Source: an optimization exercise on an open RTL-to-GDS flow (aim: small area and a short achievable clock period). Production flows keep margins and buffers that such runs may drop.
In this exercise RTL edits were held to simulation tests only and were not proved equivalent to the original.
Power and IR drop assume default switching activity.

Design stream_bridge_top, start of the top module:
module stream_bridge_top
#(
  parameter int DEPTH = 16
) (
  input  logic                  ap_clk,
  input  logic                  rst_n,
  input  logic                  psel,
  input  logic                  penable,
  input  logic                  pwrite,
  input  logic [stream_bridge_pkg::APB_ADDR_W-1:0] paddr,
  input  logic [stream_bridge_pkg::APB_DATA_W-1:0] pwdata,
  output logic [stream_bridge_pkg::APB_DATA_W-1:0] prdata,
  output logic                  pready,
  output logic                  pslverr,
  input  logic [stream_bridge_pkg::WIDE_W-1:0]     read_32_data,
  input  logic                  read_32_valid,
  output logic                  read_32_ready,
  input  logic [stream_bridge_pkg::NARROW_W-1:0]   read_8_data,
  input  logic                  read_8_valid,
  output logic                  read_8_ready,
  output logic [stream_bridge_pkg::WIDE_W-1:0]     write_32_data,
  output logic                  write_32_valid,
  input  logic                  write_32_ready,
  output logic [stream_bridge_pkg::NARROW_W-1:0]   write_8_data,
  output logic                  write_8_valid,
  input  logic                  write_8_ready,
  output logic                  to_host_read_32_open,
  ...
==> flow/config.mk <==
export PLATFORM = sky130hd
export DESIGN_NAME = stream_bridge_top
export DESIGN_NICKNAME = stream_bridge_top
export VERILOG_FILES = /design/flow/design.v
export SDC_FILE = /design/flow/constraint.sdc
export NUM_CORES = 4
export LEC_CHECK = 0
export CAP_MARGIN = 20
export CORE_MARGIN = 2
export CORE_UTILIZATION = 60
export SETUP_SLACK_MARGIN = 2.1
export SLEW_MARGIN = 20
==> flow/constraint.sdc <==
create_clock -name core_clock -period 4.0 [get_ports {ap_clk}]
set_input_delay 0.8000 -clock core_clock [delete_from_list [all_inputs] [get_ports {ap_clk}]]
set_output_delay 0.8000 -clock core_clock [all_outputs]
set_load 0.01 [all_outputs]
standard.sh (not shown) runs the stock make flow with config.mk's settings and CLKGATE_MAP_FILE= SYNTH_SCRIPT=/design/flow/synth_recipe.tcl, a recipe that flattens the netlist after the stock synthesis.
==> flow/flow/run.sh <==
#!/bin/bash
# The standard layout (standard.sh) with two changes:
# - port buffers inserted before global placement are plain buffers (buf_2)
#   instead of ORFS's default pick, a delay cell that timing repair can only
#   swap for other delay cells;
# - clock tree leaf (sink cluster) buffers are clkbuf_8; the root and the
#   upper levels stay clkbuf_16.
export BUFFER_PORTS_ARGS="-buffer_cell sky130_fd_sc_hd__buf_2"
export CTS_ARGS="-sink_clustering_enable -repair_clock_nets -root_buf sky130_fd_sc_hd__clkbuf_16 -buf_list sky130_fd_sc_hd__clkbuf_16 -sink_clustering_buffer sky130_fd_sc_hd__clkbuf_8"
bash standard.sh > standard.log 2>&1
Change:
==> flow/flow/run.sh (replaced) <==
#!/bin/bash
# The standard layout (standard.sh) with two changes:
# - port buffers inserted before global placement are plain buffers (buf_2)
#   instead of ORFS's default pick, a delay cell that timing repair can only
#   swap for other delay cells;
# - clock tree sink clusters of up to 20 flip-flops.
export BUFFER_PORTS_ARGS="-buffer_cell sky130_fd_sc_hd__buf_2"
export CTS_ARGS="-sink_clustering_enable -repair_clock_nets -root_buf sky130_fd_sc_hd__clkbuf_16 -buf_list sky130_fd_sc_hd__clkbuf_16 -sink_clustering_buffer sky130_fd_sc_hd__clkbuf_16 -sink_clustering_size 20 -sink_clustering_max_diameter 60"
bash standard.sh > standard.log 2>&1
- CORE_UTILIZATION: 60 -> 72
- SETUP_SLACK_MARGIN: 2.1 -> 2.2
- SLEW_MARGIN: 20 -> 50
- The changed run produced a clean layout
- die area falls by about a fifth
- clock-buffer cell count falls by 128
- first-iteration DRC count rises by a quarter to a third
- clock power falls by about a fifth
- cell area falls slightly
- worst setup slack gets better by 0.074 ns
- fmax rises by a few percent
- clock skew falls by 0.0056 ns
Change:
==> flow/flow/run.sh (replaced) <==
#!/bin/bash
# The standard layout (standard.sh) with two changes:
# - port buffers inserted before global placement are plain buffers (buf_2)
#   instead of ORFS's default pick, a delay cell that timing repair can only
#   swap for other delay cells;
# - clock tree sink clusters of up to 24 flip-flops.
export BUFFER_PORTS_ARGS="-buffer_cell sky130_fd_sc_hd__buf_2"
export CTS_ARGS="-sink_clustering_enable -repair_clock_nets -root_buf sky130_fd_sc_hd__clkbuf_16 -buf_list sky130_fd_sc_hd__clkbuf_16 -sink_clustering_buffer sky130_fd_sc_hd__clkbuf_16 -sink_clustering_size 24 -sink_clustering_max_diameter 80"
bash standard.sh > standard.log 2>&1
- CORE_UTILIZATION: 72 -> 80
What happened: The new run completed and failed the layout checks on capacitance limit, slew limit. Design area stays flat. Fmax came out lower by 41%. Routed wire length went up by about 30%. Global-route usage came out higher by 9.3 points. Setup slack is worse by 1.4 ns. Power decreases by about 3%. Synthesized cell count does not change.

========
Starting RTL as in the previous note.
export LEC_CHECK = 0
export CAP_MARGIN = 20
export CORE_MARGIN = 2
export CORE_UTILIZATION = 72
export SETUP_SLACK_MARGIN = 2.2
export SLEW_MARGIN = 50
create_clock -name core_clock -period 4.0 [get_ports {ap_clk}]
==> flow/flow/run.sh <==
#!/bin/bash
# The standard layout (standard.sh) with two changes:
# - port buffers inserted before global placement are plain buffers (buf_2)
#   instead of ORFS's default pick, a delay cell that timing repair can only
#   swap for other delay cells;
# - clock tree sink clusters of up to 24 flip-flops.
export BUFFER_PORTS_ARGS="-buffer_cell sky130_fd_sc_hd__buf_2"
export CTS_ARGS="-sink_clustering_enable -repair_clock_nets -root_buf sky130_fd_sc_hd__clkbuf_16 -buf_list sky130_fd_sc_hd__clkbuf_16 -sink_clustering_buffer sky130_fd_sc_hd__clkbuf_16 -sink_clustering_size 24 -sink_clustering_max_diameter 80"
bash standard.sh > standard.log 2>&1
The first run went through all stages and came out clean.
Rerun with:
==> flow/flow/run.sh (replaced) <==
#!/bin/bash
# The standard layout (standard.sh), with the port buffers inserted before
# global placement made as plain buffers (buf_2) instead of ORFS's default
# pick, a delay cell that timing repair can only swap for other delay cells.
export BUFFER_PORTS_ARGS="-buffer_cell sky130_fd_sc_hd__buf_2"
bash standard.sh > standard.log 2>&1
- CORE_UTILIZATION: 72 -> 60
- SETUP_SLACK_MARGIN: 2.2 -> 2.0
- SLEW_MARGIN: 50 -> 20
Design area increases by about 3%.
Via count decreases by about 2.8%.
Core utilization decreases by 11 points.
Rerun with:
==> flow/flow/run.sh (replaced) <==
#!/bin/bash
# The standard layout (standard.sh) with two changes:
# - port buffers inserted before global placement are plain buffers (buf_2)
#   instead of ORFS's default pick, a delay cell that timing repair can only
#   swap for other delay cells;
# - clock tree sink clusters of up to 32 flip-flops.
export BUFFER_PORTS_ARGS="-buffer_cell sky130_fd_sc_hd__buf_2"
export CTS_ARGS="-sink_clustering_enable -repair_clock_nets -root_buf sky130_fd_sc_hd__clkbuf_16 -buf_list sky130_fd_sc_hd__clkbuf_16 -sink_clustering_buffer sky130_fd_sc_hd__clkbuf_16 -sink_clustering_size 32 -sink_clustering_max_diameter 100"
bash standard.sh > standard.log 2>&1
- CORE_UTILIZATION: 60 -> 72
- SETUP_SLACK_MARGIN: 2.0 -> 2.2
After rerunning: The new run produced a clean layout; wire length goes down by about 1.2%; clock power goes down by 51%; clock skew goes up by 0.0085 ns; synthesized area does not change; global-route usage goes up by 5.5 points.
Rerun with:
==> flow/run.sh (new file) <==
#!/bin/bash
# synth_recipe.tcl (not shown) runs the flow's synth.tcl, then flattens the netlist and writes it again
# the make line also repeats each setting of config.mk as NAME=value (left out here)
make -C /OpenROAD-flow-scripts/flow DESIGN_CONFIG=/design/flow/config.mk WORK_HOME=/design/flow/orfs CLKGATE_MAP_FILE= SYNTH_SCRIPT=/design/flow/synth_recipe.tcl finish
- CORE_UTILIZATION: 72 -> 60
- SETUP_SLACK_MARGIN: 2.2 -> 2.0
removed: flow/flow/run.sh
removed: flow/standard.sh
What happened: Count of clock-buffer cells in the layout rose by 162. Area after synthesis stays the same. Non-clock buffer count fell by 67. Via count fell by 2.2%. Global-route usage fell by 5.4 points.
Rerun with:
==> flow/flow/run.sh (new file) <==
#!/bin/bash
# The standard layout (standard.sh) with two changes:
# - port buffers inserted before global placement are plain buffers (buf_2)
#   instead of ORFS's default pick, a delay cell that timing repair can only
#   swap for other delay cells;
# - clock tree sink clusters of up to 24 flip-flops.
export BUFFER_PORTS_ARGS="-buffer_cell sky130_fd_sc_hd__buf_2"
export CTS_ARGS="-sink_clustering_enable -repair_clock_nets -root_buf sky130_fd_sc_hd__clkbuf_16 -buf_list sky130_fd_sc_hd__clkbuf_16 -sink_clustering_buffer sky130_fd_sc_hd__clkbuf_16 -sink_clustering_size 24 -sink_clustering_max_diameter 80"
bash standard.sh > standard.log 2>&1
==> flow/standard.sh (new file) <==
#!/bin/bash
# synth_recipe.tcl (not shown) runs the flow's synth.tcl, then flattens the netlist and writes it again
# the make line also repeats each setting of config.mk as NAME=value (left out here)
make -C /OpenROAD-flow-scripts/flow DESIGN_CONFIG=/design/flow/config.mk WORK_HOME=/design/flow/orfs CLKGATE_MAP_FILE= SYNTH_SCRIPT=/design/flow/synth_recipe.tcl "${@:-finish}"
- CORE_UTILIZATION: 60 -> 72
- SETUP_SLACK_MARGIN: 2.0 -> 2.2
removed: flow/run.sh
Critical path depth went up by 2.
Hold slack degrades by 0.018 ns.
Wire length went up by 0.75%.
Cell area went down by 3.5%.
First-iteration DRC count went up by about 30%.
Area after synthesis does not change.

========
## raven
Starting RTL as in the previous note.
// stream_bridge_top
module stream_bridge_top
#(
  parameter int DEPTH = 16
) (
  input  logic                  ap_clk,
  input  logic                  rst_n,
  input  logic                  psel,
  input  logic                  penable,
  input  logic                  pwrite,
  input  logic [stream_bridge_pkg::APB_ADDR_W-1:0] paddr,
  input  logic [stream_bridge_pkg::APB_DATA_W-1:0] pwdata,
  output logic [stream_bridge_pkg::APB_DATA_W-1:0] prdata,
  output logic                  pready,
  output logic                  pslverr,
  input  logic [stream_bridge_pkg::WIDE_W-1:0]     read_32_data,
  input  logic                  read_32_valid,
  output logic                  read_32_ready,
  input  logic [stream_bridge_pkg::NARROW_W-1:0]   read_8_data,
  input  logic                  read_8_valid,
  output logic                  read_8_ready,
  output logic [stream_bridge_pkg::WIDE_W-1:0]     write_32_data,
  output logic                  write_32_valid,
  input  logic                  write_32_ready,
  output logic [stream_bridge_pkg::NARROW_W-1:0]   write_8_data,
  output logic                  write_8_valid,
  input  logic                  write_8_ready,
  output logic                  to_host_read_32_open,
  output logic                  to_host_read_8_open,
  output logic                  from_host_write_32_open,
  output logic                  from_host_write_8_open
);
clock: 4.0 ns
lec_check: 0
cap_margin: 20
core_margin: 2
core_utilization: 72
setup_slack_margin: 2.1
slew_margin: 20
==> flow/flow/run.sh <==
#!/bin/bash
# The standard layout (standard.sh), with the port buffers inserted before
# global placement made as plain buffers (buf_2) instead of ORFS's default
# pick, a delay cell that timing repair can only swap for other delay cells.
export BUFFER_PORTS_ARGS="-buffer_cell sky130_fd_sc_hd__buf_2"
bash standard.sh > standard.log 2>&1
diff inputs: raven => willow
==> flow/flow/run.sh <==
#!/bin/bash
# The standard layout (standard.sh) with two changes:
# - port buffers inserted before global placement are plain buffers (buf_2)
#   instead of ORFS's default pick, a delay cell that timing repair can only
#   swap for other delay cells;
# - clock tree sink clusters of up to 24 flip-flops.
export BUFFER_PORTS_ARGS="-buffer_cell sky130_fd_sc_hd__buf_2"
export CTS_ARGS="-sink_clustering_enable -repair_clock_nets -root_buf sky130_fd_sc_hd__clkbuf_16 -buf_list sky130_fd_sc_hd__clkbuf_16 -sink_clustering_buffer sky130_fd_sc_hd__clkbuf_16 -sink_clustering_size 24 -sink_clustering_max_diameter 80"
bash standard.sh > standard.log 2>&1
-- flow/config.mk --
<<< raven, line 8
export CAP_MARGIN = 20
export CORE_MARGIN = 2
export CORE_UTILIZATION = 72
export SETUP_SLACK_MARGIN = 2.1
export SLEW_MARGIN = 20
>>> willow, line 8
export CAP_MARGIN = 20
export CORE_MARGIN = 2
export CORE_UTILIZATION = 60
export SETUP_SLACK_MARGIN = 2.1
export SLEW_MARGIN = 20
--- outcome ---
Clock-pin slew of the registers on the worst-case setup and hold paths: higher on willow
The final period demand of the worst path of willow falls short of that of raven by 32 ps.
Share of the cycle needed by the critical path after routing (willow over raven): decrease, 0.80 points
willow gives more non-filler instance count after layout than raven did.
| switching share of power | lower: willow |
On number of ordinary and repair buffers in the finished layout: willow sits above raven.
Here is what was changed in the inputs of onyx compared with willow.
-- flow/config.mk --
<<< willow, line 8
export CAP_MARGIN = 20
export CORE_MARGIN = 2
export CORE_UTILIZATION = 60
export SETUP_SLACK_MARGIN = 2.1
export SLEW_MARGIN = 20
>>> onyx, line 8
export CAP_MARGIN = 20
export CORE_MARGIN = 2
export CORE_UTILIZATION = 72
export SETUP_SLACK_MARGIN = 2.3
export SLEW_MARGIN = 50
[summary]
Compared with willow, onyx shows a higher met1 global-route usage.
Per the comparison of onyx with willow, proportion of final cell area spent on non-clock buffers went up; clock buffer count rose by 2; cell count fell by 2.4%; share of the cycle needed by the critical path after routing saw a decrease.
Worst-path cell with the longest stage delay: dfxtp_4 -> onyx, nor3_2 -> willow
Worst stage delay on the critical path is higher on willow
Sequential share of layout area, onyx and willow: larger value in willow
Going from willow to onyx, worst setup slack grows by 52 ps.
Modified inputs, ember compared to onyx
==> flow/run.sh (new file) <==
#!/bin/bash
# synth_recipe.tcl (not shown) runs the flow's synth.tcl, then flattens the netlist and writes it again
# the make line also repeats each setting of config.mk as NAME=value (left out here)
make -C /OpenROAD-flow-scripts/flow DESIGN_CONFIG=/design/flow/config.mk WORK_HOME=/design/flow/orfs CLKGATE_MAP_FILE= SYNTH_SCRIPT=/design/flow/synth_recipe.tcl finish
-- flow/config.mk --
<<< onyx, line 8
export CAP_MARGIN = 20
export CORE_MARGIN = 2
export CORE_UTILIZATION = 72
export SETUP_SLACK_MARGIN = 2.3
export SLEW_MARGIN = 50
>>> ember, line 8
export CAP_MARGIN = 20
export CORE_MARGIN = 2
export CORE_UTILIZATION = 60
export SETUP_SLACK_MARGIN = 2.1
export SLEW_MARGIN = 20
removed: flow/flow/run.sh
removed: flow/standard.sh
[summary]
ember against onyx; global-route wire length before repair is up slightly. [compare] base=onyx new=ember: core utilization fell 12 points, die area rose 15000 um^2, worst slack on hold paths rose 40 ps. Comparing the two runs side by side, ember comes out behind onyx on maximum operating frequency. Min total of fill cells in the finished design across onyx and ember: onyx. Between onyx and ember, detailed placement HPWL is lower for onyx, ember comes in above that. When ember is measured against onyx, its total design power turns out 5.1 mW higher. Max insertion delay to the later sink of the worst-skew pair across onyx and ember: ember. Share of the clock period used by the worst path delta for ember relative to onyx: 2.2 points higher. Summary — layout overhead on the synthesized area, ember relative to onyx: higher, by 2.5 points.
The inputs of indigo differ from those of ember as listed below.
==> flow/flow/run.sh (new file) <==
#!/bin/bash
# The standard layout (standard.sh), with the port buffers inserted before
# global placement made as plain buffers (buf_2) instead of ORFS's default
# pick, a delay cell that timing repair can only swap for other delay cells.
export BUFFER_PORTS_ARGS="-buffer_cell sky130_fd_sc_hd__buf_2"
bash standard.sh > standard.log 2>&1
==> flow/standard.sh (new file) <==
#!/bin/bash
# synth_recipe.tcl (not shown) runs the flow's synth.tcl, then flattens the netlist and writes it again
# the make line also repeats each setting of config.mk as NAME=value (left out here)
make -C /OpenROAD-flow-scripts/flow DESIGN_CONFIG=/design/flow/config.mk WORK_HOME=/design/flow/orfs CLKGATE_MAP_FILE= SYNTH_SCRIPT=/design/flow/synth_recipe.tcl "${@:-finish}"
-- flow/config.mk --
<<< ember, line 9
export CORE_MARGIN = 2
export CORE_UTILIZATION = 60
export SETUP_SLACK_MARGIN = 2.1
export SLEW_MARGIN = 20
>>> indigo, line 9
export CORE_MARGIN = 2
export CORE_UTILIZATION = 60
export SETUP_SLACK_MARGIN = 2.2
export SLEW_MARGIN = 20
removed: flow/run.sh
Notes after the runs:
ember was smaller in final cell area than indigo. Per the comparison of indigo with ember, clock share of power increased by 1.4 points relative to the old numbers; final cell count moved up.
Input-level comparison between fjord and indigo:
==> flow/flow/run.sh <==
#!/bin/bash
# The standard layout (standard.sh) with two changes:
# - port buffers inserted before global placement are plain buffers (buf_2)
#   instead of ORFS's default pick, a delay cell that timing repair can only
#   swap for other delay cells;
# - clock tree sink clusters of up to 24 flip-flops.
export BUFFER_PORTS_ARGS="-buffer_cell sky130_fd_sc_hd__buf_2"
export CTS_ARGS="-sink_clustering_enable -repair_clock_nets -root_buf sky130_fd_sc_hd__clkbuf_16 -buf_list sky130_fd_sc_hd__clkbuf_16 -sink_clustering_buffer sky130_fd_sc_hd__clkbuf_16 -sink_clustering_size 24 -sink_clustering_max_diameter 80"
bash standard.sh > standard.log 2>&1
-- flow/config.mk --
<<< indigo, line 8
export CAP_MARGIN = 20
export CORE_MARGIN = 2
export CORE_UTILIZATION = 60
export SETUP_SLACK_MARGIN = 2.2
export SLEW_MARGIN = 20
>>> fjord, line 8
export CAP_MARGIN = 20
export CORE_MARGIN = 2
export CORE_UTILIZATION = 76
export SETUP_SLACK_MARGIN = 2.2
export SLEW_MARGIN = 50
## What came out
Boundary pin count came out exactly the same in indigo and fjord.
Between indigo and fjord, cell count of the worst reg-to-reg path is lower for indigo, fjord comes in above that.
Fraction of area in clock buffers and inverters (higher): indigo
Between indigo and fjord, the wire length on met3 is lower for indigo.
In fjord, the share of the final layout cell area in sequential cells came out 4.1 points above the value in indigo.
Comparing indigo and fjord, global-route usage is lower on indigo.
Looking at count of filler cells inserted in the layout, fjord sits about 45% below indigo.
Compare indigo and fjord | placed instance count higher: indigo
Against indigo, slack of the critical path in fjord came out better.
Looking only at fraction of power spent switching nets, and setting everything else aside, the higher value of indigo and fjord goes to fjord.
Of indigo and fjord, fjord shows the higher worst hold slack, with indigo below it.

[port drivers added, routing unchanged]
The results above use ideal ports. As a check the final layouts listed here were re-extracted and re-timed, cells and wires unchanged. Step 1, drivers: a clkbuf_16 drives ap_clk and a buf_2 each remaining input, both assumed. Step 2 moves the port delays by t, midway between the first and last clock arrival at a register: inputs arrive t later, outputs are due t later. That takes back most of the time a late clock gives input paths. a / b / c = ideal / step 1 / step 2; a / b = the first two.
run | t (ns) | slack for setup (ns) | worst slew at a driven data input, ns
the first run of note 1 | 0.796 | 1.963 / 1.889 / 1.479 | 0.11
the second run of note 1 | 0.727 | 2.037 / 1.963 / 1.525 | 0.13
the third run of note 1 | 0.737 | 0.664 / 0.664 / 0.664 | 0.22
the first run of note 2 | 0.718 | 2.041 / 1.969 / 1.574 | 0.13
the second run of note 2 | 0.804 | 1.964 / 1.892 / 1.364 | 0.13
the third run of note 2 | 0.726 | 2.023 / 1.950 / 1.458 | 0.12
the fourth run of note 2 | 0.807 | 1.884 / 1.813 / 1.286 | 0.11
the fifth run of note 2 | 0.720 | 2.026 / 1.965 / 1.563 | 0.12
raven | 0.806 | 1.958 / 1.886 / 1.445 | 0.11
willow | 0.717 | 1.990 / 1.973 / 1.521 | 0.11
onyx | 0.711 | 2.042 / 1.972 / 1.560 | 0.12
ember | 0.813 | 1.954 / 1.882 / 1.368 | 0.12
indigo | 0.803 | 1.971 / 1.898 / 1.495 | 0.12
fjord | 0.712 | 2.039 / 1.969 / 1.552 | 0.15
For the second run of note 2, which loses most, drivers alone change the setup slack by -0.072 ns; drivers and shift together by -0.600 ns.
